From an optimization exercise on the open Yosys and OpenROAD flow, aimed at small area, a short achievable clock period and few clock cycles per item; shortcuts taken in it are not production practice.
RTL that was checked went through simulation tests only; none was proved equivalent to the original.

==> build 77: inputs <==
==> flow/design.v (excerpt) <==
module weighted_write_coalescing_buffer_unit (
   input  logic                               clock,
   input  logic                               reset,
   input  logic                               req_valid,
   output logic                               req_ready,
   input  logic                               req_mode,
   input  logic [wwcb_pkg::ITEM_W-1:0]        req_item_id,
   input  logic [wwcb_pkg::MODEM_W-1:0]       req_modem_index,
   input  logic [wwcb_pkg::CLASS_W-1:0]       req_weight_class,
   output logic                               rsp_valid,
   input  logic                               rsp_ready,
   output logic [wwcb_pkg::ITEM_W-1:0]        rsp_out_item_id,
   output logic [wwcb_pkg::MODEM_W-1:0]       rsp_out_modem_index,
   output logic [wwcb_pkg::SERIAL_W-1:0]      rsp_batch_serial,
   output logic                               rsp_last,
   input  logic                               csr_psel,
   input  logic                               csr_penable,
   input  logic                               csr_pwrite,
   input  logic [wwcb_pkg::CSR_ADDR_W-1:0]    csr_paddr,
   input  logic [wwcb_pkg::CSR_DATA_W-1:0]    csr_pwdata,
   output logic [wwcb_pkg::CSR_DATA_W-1:0]    csr_prdata,
   output logic                               csr_pready
);
==> flow/config.mk <==
export PLATFORM = sky130hd
export DESIGN_NAME = weighted_write_coalescing_buffer_unit
export DESIGN_NICKNAME = weighted_write_coalescing_buffer_unit
export VERILOG_FILES = /design/flow/design.v
export SDC_FILE = /design/flow/constraint.sdc
export NUM_CORES = 4
export LEC_CHECK = 0
export CAP_MARGIN = 20
export CORE_MARGIN = 2
export CORE_UTILIZATION = 40
export SETUP_SLACK_MARGIN = 2.5
export SLEW_MARGIN = 20
==> flow/constraint.sdc <==
create_clock -name core_clock -period 6.0 [get_ports {clock}]
set_input_delay 1.2000 -clock core_clock [delete_from_list [all_inputs] [get_ports {clock}]]
set_output_delay 1.2000 -clock core_clock [all_outputs]
set_load 0.01 [all_outputs]
run.sh (not shown) runs the stock make flow with config.mk's settings and CLKGATE_MAP_FILE= SYNTH_SCRIPT=/design/flow/synth_recipe.tcl, a recipe that flattens the netlist after the stock synthesis.
==> trial 49 (differences from build 77) <==
--- a/flow/design.v
+++ b/flow/design.v
@@ -200,14 +200,14 @@
 );
    localparam int QC_W = $clog2(QDEPTH + 1);
    logic                 s_valid;
    logic                 s_mode;
    logic [CLASS_W-1:0]   s_cls;
    logic [CNT_W-1:0]         act_cnt;   
-   logic [CNT_W:0]       crem;         
-   logic [WEIGHT_W:0]    wrem;         
+   logic signed [CNT_W:0]    crem;      
+   logic signed [WEIGHT_W:0] wrem;      
    logic [SERIAL_W-1:0]  hs;           
    logic [CNT_W-1:0]     rem1;         
    logic [1:0]           emp;          
    logic [CNT_W-1:0]     qn [QDEPTH];  
    logic [1:0]           qd [QDEPTH];  
    logic [QC_W-1:0]      qcnt;
@@ -246,25 +246,25 @@
    logic [SERIAL_W-1:0]  hs_sum1;
    logic [CNT_W-1:0]     occ_p1;
    logic [CNT_W-1:0]     occ_m1;
    logic [3:0]           hs_lo0;
    logic [3:0]           hs_lo1;
    logic [SERIAL_W-4:0]  hs_hi_inc;
-   logic [WEIGHT_W:0]    wrem_less_lim;
-   logic [CNT_W:0]       crem_less_lim;
+   logic signed [WEIGHT_W:0] wrem_less_lim;
+   logic signed [CNT_W:0]    crem_less_lim;
    assign s_add     = ~s_mode;
    assign cls_w     = wwcb_pkg::class_weight(s_cls);
    always_comb begin
       unique case (s_cls)
-         3'd0:                         w_hit = wrem[WEIGHT_W] | (wrem[WEIGHT_W-1:0] <= 8'd20);
-         3'd1, 3'd2, 3'd3, 3'd4, 3'd5: w_hit = wrem[WEIGHT_W] | (wrem[WEIGHT_W-1:0] <= 8'd1);
-         default:                      w_hit = wrem[WEIGHT_W] | (wrem[WEIGHT_W-1:0] == 8'd0);
+         3'd0:                         w_hit = (wrem <= 9'sd20);
+         3'd1, 3'd2, 3'd3, 3'd4, 3'd5: w_hit = (wrem <= 9'sd1);
+         default:                      w_hit = (wrem <= 9'sd0);
       endcase
    end
-   assign c_hit_no  = crem[CNT_W] | (crem[CNT_W-1:0] == 6'd0);
-   assign c_hit_app = crem[CNT_W] | (crem[CNT_W-1:0] <= 6'd1);
+   assign c_hit_no  = (crem <= 7'sd0);
+   assign c_hit_app = (crem <= 7'sd1);
    assign can_app   = ~act_cnt[CNT_W-1];
    assign append    = s_add & ~ram_match & can_app;
    assign new_cnt   = act_cnt + CNT_W'(append);
    assign rel_need  = s_mode | w_hit | (append ? c_hit_app : c_hit_no);
    assign maybe_rel = s_mode | w_hit | c_hit_app;
    assign stall     = maybe_rel & ((qcnt == QC_W'(QDEPTH)) | (emp == 2'd3));
@@ -288,14 +288,14 @@
    assign hs_lo1    = {1'b0, hs[2:0]} + {2'b00, hs_add} + 4'd1;
    assign hs_hi_inc = hs[SERIAL_W-1:3] + (SERIAL_W-3)'(1);
    assign hs_sum0   = {hs_lo0[3] ? hs_hi_inc : hs[SERIAL_W-1:3], hs_lo0[2:0]};
    assign hs_sum1   = {hs_lo1[3] ? hs_hi_inc : hs[SERIAL_W-1:3], hs_lo1[2:0]};
    assign occ_p1 = occ + CNT_W'(1);
    assign occ_m1 = occ - CNT_W'(1);
-   assign wrem_less_lim = wrem - {1'b0, limit_weight};
-   assign crem_less_lim = crem - {1'b0, limit_count};
+   assign wrem_less_lim = wrem - $signed({1'b0, limit_weight});
+   assign crem_less_lim = crem - $signed({1'b0, limit_count});
    assign ram_tail    = tail;
    assign ram_wr_en0  = accept & ~fa & (occ != CNT_W'(BUFFER_DEPTH));
    assign ram_wr_en1  = accept & (occ <= CNT_W'(BUFFER_DEPTH - 2));
    assign ram_wr_data = {req_item_id, req_modem_index};
    assign ram_act_set = fa;
    assign ram_act_clr = release_b;
@@ -312,14 +312,14 @@
       end
    end
    always_ff @(posedge clock) begin
       if (reset) begin
          s_valid <= 1'b0;
          act_cnt <= '0;
-         crem    <= 7'd32;
-         wrem    <= 9'd20;
+         crem    <= 7'sd32;
+         wrem    <= 9'sd20;
          hs      <= '0;
          emp     <= '0;
          rem1    <= '0;
          qcnt    <= '0;
          rd      <= '0;
          tail    <= '0;
@@ -334,24 +334,24 @@
          if (release_b) begin
             act_cnt <= '0;
          end else if (fire) begin
             act_cnt <= new_cnt;
          end
          if (limit_count_we) begin
-            crem <= crem_less_lim + {1'b0, limit_count_wdata};
+            crem <= crem_less_lim + $signed({1'b0, limit_count_wdata});
          end else if (release_b) begin
-            crem <= {1'b0, limit_count};
+            crem <= $signed({1'b0, limit_count});
          end else if (fire & append) begin
-            crem <= crem - 7'd1;
+            crem <= crem - 7'sd1;
          end
          if (limit_weight_we) begin
-            wrem <= wrem_less_lim + {1'b0, limit_weight_wdata};
+            wrem <= wrem_less_lim + $signed({1'b0, limit_weight_wdata});
          end else if (release_b) begin
-            wrem <= {1'b0, limit_weight};
+            wrem <= $signed({1'b0, limit_weight});
          end else if (fire) begin
-            wrem <= wrem - {1'b0, cls_w};
+            wrem <= wrem - $signed({1'b0, cls_w});
          end
          if (fire & append) begin
             tail <= tail + IDX_W'(1);
          end
          if (o_load) begin
             rd <= rd + IDX_W'(1);
--- a/flow/config.mk
+++ b/flow/config.mk
@@ -4,9 +4,9 @@
 export VERILOG_FILES = /design/flow/design.v
 export SDC_FILE = /design/flow/constraint.sdc
 export NUM_CORES = 4
 export LEC_CHECK = 0
 export CAP_MARGIN = 20
 export CORE_MARGIN = 2
-export CORE_UTILIZATION = 40
+export CORE_UTILIZATION = 65
 export SETUP_SLACK_MARGIN = 2.5
 export SLEW_MARGIN = 20
==> trial 3 (differences from build 77) <==
--- a/flow/design.v
+++ b/flow/design.v
@@ -98,71 +98,55 @@
 endmodule
 `timescale 1ns / 1ps
 import wwcb_pkg::*;
 module wwcb_entry_ram (
    input  logic                           clock,
    input  logic                           reset,
-   input  logic [wwcb_pkg::IDX_W-1:0]     tail,
-   input  logic                           wr_en0,    
-   input  logic                           wr_en1,    
+   input  logic                           wr_en,
+   input  logic [wwcb_pkg::IDX_W-1:0]     wr_addr,
    input  logic [wwcb_pkg::KEY_W-1:0]     wr_data,
-   input  logic                           act_set,   
+   input  logic                           act_set,
    input  logic                           act_clr,
    input  logic                           cmp_en,
    input  logic [wwcb_pkg::KEY_W-1:0]     cmp_key,
    output logic                           match,
    input  logic [wwcb_pkg::IDX_W-1:0]     rd_addr,
    output logic [wwcb_pkg::KEY_W-1:0]     rdata
 );
    logic [KEY_W-1:0]        mem [BUFFER_DEPTH];
    logic [BUFFER_DEPTH-1:0] act;
    logic [BUFFER_DEPTH-1:0] eqv;
    logic [BUFFER_DEPTH-1:0] eqv_in;
-   logic [BUFFER_DEPTH-1:0] at_tail;
-   logic [BUFFER_DEPTH-1:0] after_tail;
-   logic [BUFFER_DEPTH-1:0] rd_sel;
-   always_comb begin
-      for (int i = 0; i < BUFFER_DEPTH; i++) begin
-         at_tail[i] = (tail == IDX_W'(i));
-         rd_sel[i]  = (rd_addr == IDX_W'(i));
-      end
-      after_tail = {at_tail[BUFFER_DEPTH-2:0], at_tail[BUFFER_DEPTH-1]};
-   end
+   logic                    eq_wr;
    always_ff @(posedge clock) begin
-      for (int i = 0; i < BUFFER_DEPTH; i++) begin
-         if ((wr_en0 & at_tail[i]) | (wr_en1 & after_tail[i])) begin
-            mem[i] <= wr_data;
-         end
+      if (wr_en) begin
+         mem[wr_addr] <= wr_data;
       end
    end
    always_ff @(posedge clock) begin
       for (int i = 0; i < BUFFER_DEPTH; i++) begin
          if (reset || act_clr) begin
             act[i] <= 1'b0;
-         end else if (act_set && at_tail[i]) begin
+         end else if (act_set && (wr_addr == IDX_W'(i))) begin
             act[i] <= 1'b1;
          end
       end
    end
+   assign eq_wr = (wr_data == cmp_key);
    always_comb begin
       for (int i = 0; i < BUFFER_DEPTH; i++) begin
-         eqv_in[i] = (mem[i] == cmp_key);
+         eqv_in[i] = (wr_en && (wr_addr == IDX_W'(i))) ? eq_wr : (mem[i] == cmp_key);
       end
    end
    always_ff @(posedge clock) begin
       if (cmp_en) begin
          eqv <= eqv_in;
       end
    end
    assign match = |(eqv & act);
-   always_comb begin
-      rdata = '0;
-      for (int i = 0; i < BUFFER_DEPTH; i++) begin
-         rdata = rdata | (mem[i] & {KEY_W{rd_sel[i]}});
-      end
-   end
+   assign rdata = mem[rd_addr];
 endmodule
 `timescale 1ns / 1ps
 import wwcb_pkg::*;
 module wwcb_ctrl #(
    parameter int QDEPTH = 2
 ) (
@@ -183,31 +167,31 @@
    output logic                               rsp_valid,
    input  logic                               rsp_ready,
    output logic [wwcb_pkg::ITEM_W-1:0]        rsp_out_item_id,
    output logic [wwcb_pkg::MODEM_W-1:0]       rsp_out_modem_index,
    output logic [wwcb_pkg::SERIAL_W-1:0]      rsp_batch_serial,
    output logic                               rsp_last,
-   output logic [wwcb_pkg::IDX_W-1:0]         ram_tail,
-   output logic                               ram_wr_en0,
-   output logic                               ram_wr_en1,
+   output logic                               ram_wr_en,
+   output logic [wwcb_pkg::IDX_W-1:0]         ram_wr_addr,
    output logic [wwcb_pkg::KEY_W-1:0]         ram_wr_data,
    output logic                               ram_act_set,
    output logic                               ram_act_clr,
    output logic                               ram_cmp_en,
    output logic [wwcb_pkg::KEY_W-1:0]         ram_cmp_key,
    input  logic                               ram_match,
    output logic [wwcb_pkg::IDX_W-1:0]         ram_rd_addr,
    input  logic [wwcb_pkg::KEY_W-1:0]         ram_rdata
 );
    localparam int QC_W = $clog2(QDEPTH + 1);
    logic                 s_valid;
    logic                 s_mode;
+   logic [KEY_W-1:0]     s_key;
    logic [CLASS_W-1:0]   s_cls;
    logic [CNT_W-1:0]         act_cnt;   
-   logic [CNT_W:0]       crem;         
-   logic [WEIGHT_W:0]    wrem;         
+   logic signed [CNT_W:0]    crem;      
+   logic signed [WEIGHT_W:0] wrem;      
    logic [SERIAL_W-1:0]  hs;           
    logic [CNT_W-1:0]     rem1;         
    logic [1:0]           emp;          
    logic [CNT_W-1:0]     qn [QDEPTH];  
    logic [1:0]           qd [QDEPTH];  
    logic [QC_W-1:0]      qcnt;
@@ -223,15 +207,13 @@
    logic                 can_app;
    logic                 append;
    logic                 c_hit_app;
    logic                 c_hit_no;
    logic                 rel_need;
    logic                 maybe_rel;
-   logic                 fa;
-   logic                 may_app;
-   logic                 slot_ok;
+   logic                 full;
    logic                 stall;
    logic                 fire;
    logic                 release_b;
    logic [CNT_W-1:0]     new_cnt;
    logic                 pop;
    logic                 pop_last;
@@ -246,37 +228,36 @@
    logic [SERIAL_W-1:0]  hs_sum1;
    logic [CNT_W-1:0]     occ_p1;
    logic [CNT_W-1:0]     occ_m1;
    logic [3:0]           hs_lo0;
    logic [3:0]           hs_lo1;
    logic [SERIAL_W-4:0]  hs_hi_inc;
-   logic [WEIGHT_W:0]    wrem_less_lim;
-   logic [CNT_W:0]       crem_less_lim;
+   logic signed [WEIGHT_W:0] wrem_less_lim;
+   logic signed [CNT_W:0]    crem_less_lim;
    assign s_add     = ~s_mode;
    assign cls_w     = wwcb_pkg::class_weight(s_cls);
    always_comb begin
       unique case (s_cls)
-         3'd0:                         w_hit = wrem[WEIGHT_W] | (wrem[WEIGHT_W-1:0] <= 8'd20);
-         3'd1, 3'd2, 3'd3, 3'd4, 3'd5: w_hit = wrem[WEIGHT_W] | (wrem[WEIGHT_W-1:0] <= 8'd1);
-         default:                      w_hit = wrem[WEIGHT_W] | (wrem[WEIGHT_W-1:0] == 8'd0);
+         3'd0:                         w_hit = (wrem <= 9'sd20);
+         3'd1, 3'd2, 3'd3, 3'd4, 3'd5: w_hit = (wrem <= 9'sd1);
+         default:                      w_hit = (wrem <= 9'sd0);
       endcase
    end
-   assign c_hit_no  = crem[CNT_W] | (crem[CNT_W-1:0] == 6'd0);
-   assign c_hit_app = crem[CNT_W] | (crem[CNT_W-1:0] <= 6'd1);
+   assign c_hit_no  = (crem <= 7'sd0);
+   assign c_hit_app = (crem <= 7'sd1);
    assign can_app   = ~act_cnt[CNT_W-1];
    assign append    = s_add & ~ram_match & can_app;
    assign new_cnt   = act_cnt + CNT_W'(append);
    assign rel_need  = s_mode | w_hit | (append ? c_hit_app : c_hit_no);
    assign maybe_rel = s_mode | w_hit | c_hit_app;
-   assign stall     = maybe_rel & ((qcnt == QC_W'(QDEPTH)) | (emp == 2'd3));
+   assign full      = occ[CNT_W-1];
+   assign stall     = (maybe_rel & ((qcnt == QC_W'(QDEPTH)) | (emp == 2'd3))) |
+                      (s_add & full & can_app);
    assign fire      = s_valid & ~stall;
    assign release_b = fire & rel_need;
-   assign fa        = fire & append;
-   assign may_app   = s_valid & s_add & can_app;
-   assign slot_ok   = may_app ? (occ <= CNT_W'(BUFFER_DEPTH - 2)) : (occ <= CNT_W'(BUFFER_DEPTH - 1));
-   assign req_ready = ~(s_valid & stall) & (slot_ok | (~s_valid & act_cnt[CNT_W-1]));
+   assign req_ready = ~s_valid | ~stall;
    assign accept    = req_valid & req_ready;
    assign pop         = o_valid & rsp_ready;
    assign rem1_is0    = (rem1 == '0);
    assign rem1_is1    = (rem1 == CNT_W'(1));
    assign pop_last    = pop & rem1_is1;
    assign rem1_after0 = rem1_is0 | pop_last;
@@ -288,38 +269,38 @@
    assign hs_lo1    = {1'b0, hs[2:0]} + {2'b00, hs_add} + 4'd1;
    assign hs_hi_inc = hs[SERIAL_W-1:3] + (SERIAL_W-3)'(1);
    assign hs_sum0   = {hs_lo0[3] ? hs_hi_inc : hs[SERIAL_W-1:3], hs_lo0[2:0]};
    assign hs_sum1   = {hs_lo1[3] ? hs_hi_inc : hs[SERIAL_W-1:3], hs_lo1[2:0]};
    assign occ_p1 = occ + CNT_W'(1);
    assign occ_m1 = occ - CNT_W'(1);
-   assign wrem_less_lim = wrem - {1'b0, limit_weight};
-   assign crem_less_lim = crem - {1'b0, limit_count};
-   assign ram_tail    = tail;
-   assign ram_wr_en0  = accept & ~fa & (occ != CNT_W'(BUFFER_DEPTH));
-   assign ram_wr_en1  = accept & (occ <= CNT_W'(BUFFER_DEPTH - 2));
-   assign ram_wr_data = {req_item_id, req_modem_index};
-   assign ram_act_set = fa;
+   assign wrem_less_lim = wrem - $signed({1'b0, limit_weight});
+   assign crem_less_lim = crem - $signed({1'b0, limit_count});
+   assign ram_wr_en   = s_valid & ~full;
+   assign ram_wr_addr = tail;
+   assign ram_wr_data = s_key;
+   assign ram_act_set = fire & append;
    assign ram_act_clr = release_b;
    assign ram_cmp_en  = accept;
    assign ram_cmp_key = {req_item_id, req_modem_index};
    assign ram_rd_addr = rd;
    always_ff @(posedge clock) begin
       if (accept) begin
          s_mode <= req_mode;
+         s_key  <= {req_item_id, req_modem_index};
          s_cls  <= req_weight_class;
       end
       if (o_load) begin
          o_key <= ram_rdata;
       end
    end
    always_ff @(posedge clock) begin
       if (reset) begin
          s_valid <= 1'b0;
          act_cnt <= '0;
-         crem    <= 7'd32;
-         wrem    <= 9'd20;
+         crem    <= 7'sd32;
+         wrem    <= 9'sd20;
          hs      <= '0;
          emp     <= '0;
          rem1    <= '0;
          qcnt    <= '0;
          rd      <= '0;
          tail    <= '0;
@@ -334,24 +315,24 @@
          if (release_b) begin
             act_cnt <= '0;
          end else if (fire) begin
             act_cnt <= new_cnt;
          end
          if (limit_count_we) begin
-            crem <= crem_less_lim + {1'b0, limit_count_wdata};
+            crem <= crem_less_lim + $signed({1'b0, limit_count_wdata});
          end else if (release_b) begin
-            crem <= {1'b0, limit_count};
+            crem <= $signed({1'b0, limit_count});
          end else if (fire & append) begin
-            crem <= crem - 7'd1;
+            crem <= crem - 7'sd1;
          end
          if (limit_weight_we) begin
-            wrem <= wrem_less_lim + {1'b0, limit_weight_wdata};
+            wrem <= wrem_less_lim + $signed({1'b0, limit_weight_wdata});
          end else if (release_b) begin
-            wrem <= {1'b0, limit_weight};
+            wrem <= $signed({1'b0, limit_weight});
          end else if (fire) begin
-            wrem <= wrem - {1'b0, cls_w};
+            wrem <= wrem - $signed({1'b0, cls_w});
          end
          if (fire & append) begin
             tail <= tail + IDX_W'(1);
          end
          if (o_load) begin
             rd <= rd + IDX_W'(1);
@@ -435,15 +416,14 @@
    logic [WEIGHT_W-1:0] limit_weight;
    logic [CLIM_W-1:0]   limit_count;
    logic                limit_weight_we;
    logic [WEIGHT_W-1:0] limit_weight_wdata;
    logic                limit_count_we;
    logic [CLIM_W-1:0]   limit_count_wdata;
-   logic [IDX_W-1:0]    ram_tail;
-   logic                ram_wr_en0;
-   logic                ram_wr_en1;
+   logic                ram_wr_en;
+   logic [IDX_W-1:0]    ram_wr_addr;
    logic [KEY_W-1:0]    ram_wr_data;
    logic                ram_act_set;
    logic                ram_act_clr;
    logic                ram_cmp_en;
    logic [KEY_W-1:0]    ram_cmp_key;
    logic                ram_match;
@@ -466,15 +446,14 @@
       .limit_count_we     (limit_count_we),
       .limit_count_wdata  (limit_count_wdata)
    );
    wwcb_entry_ram u_entry_ram (
       .clock       (clock),
       .reset       (reset),
-      .tail        (ram_tail),
-      .wr_en0      (ram_wr_en0),
-      .wr_en1      (ram_wr_en1),
+      .wr_en       (ram_wr_en),
+      .wr_addr     (ram_wr_addr),
       .wr_data     (ram_wr_data),
       .act_set     (ram_act_set),
       .act_clr     (ram_act_clr),
       .cmp_en      (ram_cmp_en),
       .cmp_key     (ram_cmp_key),
       .match       (ram_match),
@@ -499,15 +478,14 @@
       .rsp_valid           (rsp_valid),
       .rsp_ready           (rsp_ready),
       .rsp_out_item_id     (rsp_out_item_id),
       .rsp_out_modem_index (rsp_out_modem_index),
       .rsp_batch_serial    (rsp_batch_serial),
       .rsp_last            (rsp_last),
-      .ram_tail            (ram_tail),
-      .ram_wr_en0          (ram_wr_en0),
-      .ram_wr_en1          (ram_wr_en1),
+      .ram_wr_en           (ram_wr_en),
+      .ram_wr_addr         (ram_wr_addr),
       .ram_wr_data         (ram_wr_data),
       .ram_act_set         (ram_act_set),
       .ram_act_clr         (ram_act_clr),
       .ram_cmp_en          (ram_cmp_en),
       .ram_cmp_key         (ram_cmp_key),
       .ram_match           (ram_match),
--- a/flow/config.mk
+++ b/flow/config.mk
@@ -5,8 +5,8 @@
 export SDC_FILE = /design/flow/constraint.sdc
 export NUM_CORES = 4
 export LEC_CHECK = 0
 export CAP_MARGIN = 20
 export CORE_MARGIN = 2
 export CORE_UTILIZATION = 40
-export SETUP_SLACK_MARGIN = 2.5
+export SETUP_SLACK_MARGIN = 3.0
 export SLEW_MARGIN = 20
==> comparison <==
Of trial 3 and build 77, trial 3 has the higher critical path depth (gap 8).
Global-route usage: trial 3 < build 77 < trial 49.
Of trial 49 and trial 3, trial 3 has the higher cell area (gap 9.4%, measured against trial 3).
Trial 3 completed without violations. Trial 49 went through all stages and came out clean. Build 77 passed the timing, DRC and antenna checks.
Flip-flop and latch count is the same in trial 49 and build 77.
Wire length: trial 3 < trial 49 < build 77.
Testbench counts of build 77, summed over its fixed seeds: cycles 12,318, items 12,000.
The RTL of trial 49 and trial 3 was laid out without a check of its function.

afterwards: timing with drivers on the ports:
In the flow no input, the clock included, has a driving cell. The finished layouts below were timed again as built, in two steps.
Step 1 (the two cells are an assumption about what drives the block):
set clk [get_ports {clock}]
set_driving_cell -lib_cell sky130_fd_sc_hd__clkbuf_16 $clk
set_driving_cell -lib_cell sky130_fd_sc_hd__buf_2 [delete_from_list [all_inputs] $clk]
Step 2 moves the port delays by t, midway between the first and last clock arrival at a register: inputs arrive t later, outputs are due t later. That takes back most of the time a late clock gives input paths.
a / b / c = ideal / step 1 / step 2; a / b = the first two.
run	shift t [ns]	slack for setup (ns)	hold WS [ns]	worst register clock-pin slew, ns	cell pins on the clock port's net
build 77	0.755	2.318 / 2.326 / 1.598	0.469 / 0.469 / 0.469	0.07 / 0.07	1
trial 49	0.713	2.327 / 2.327 / 1.693	0.471 / 0.471 / 0.471	0.07 / 0.07	1
trial 3	0.736	2.292 / 2.292 / 2.099	0.471 / 0.471 / 0.471	0.07 / 0.07	1
After both steps setup and hold are still met in every run listed. For build 77, which loses most, drivers alone change the setup slack by +0.008 ns; drivers and shift together by -0.720 ns.
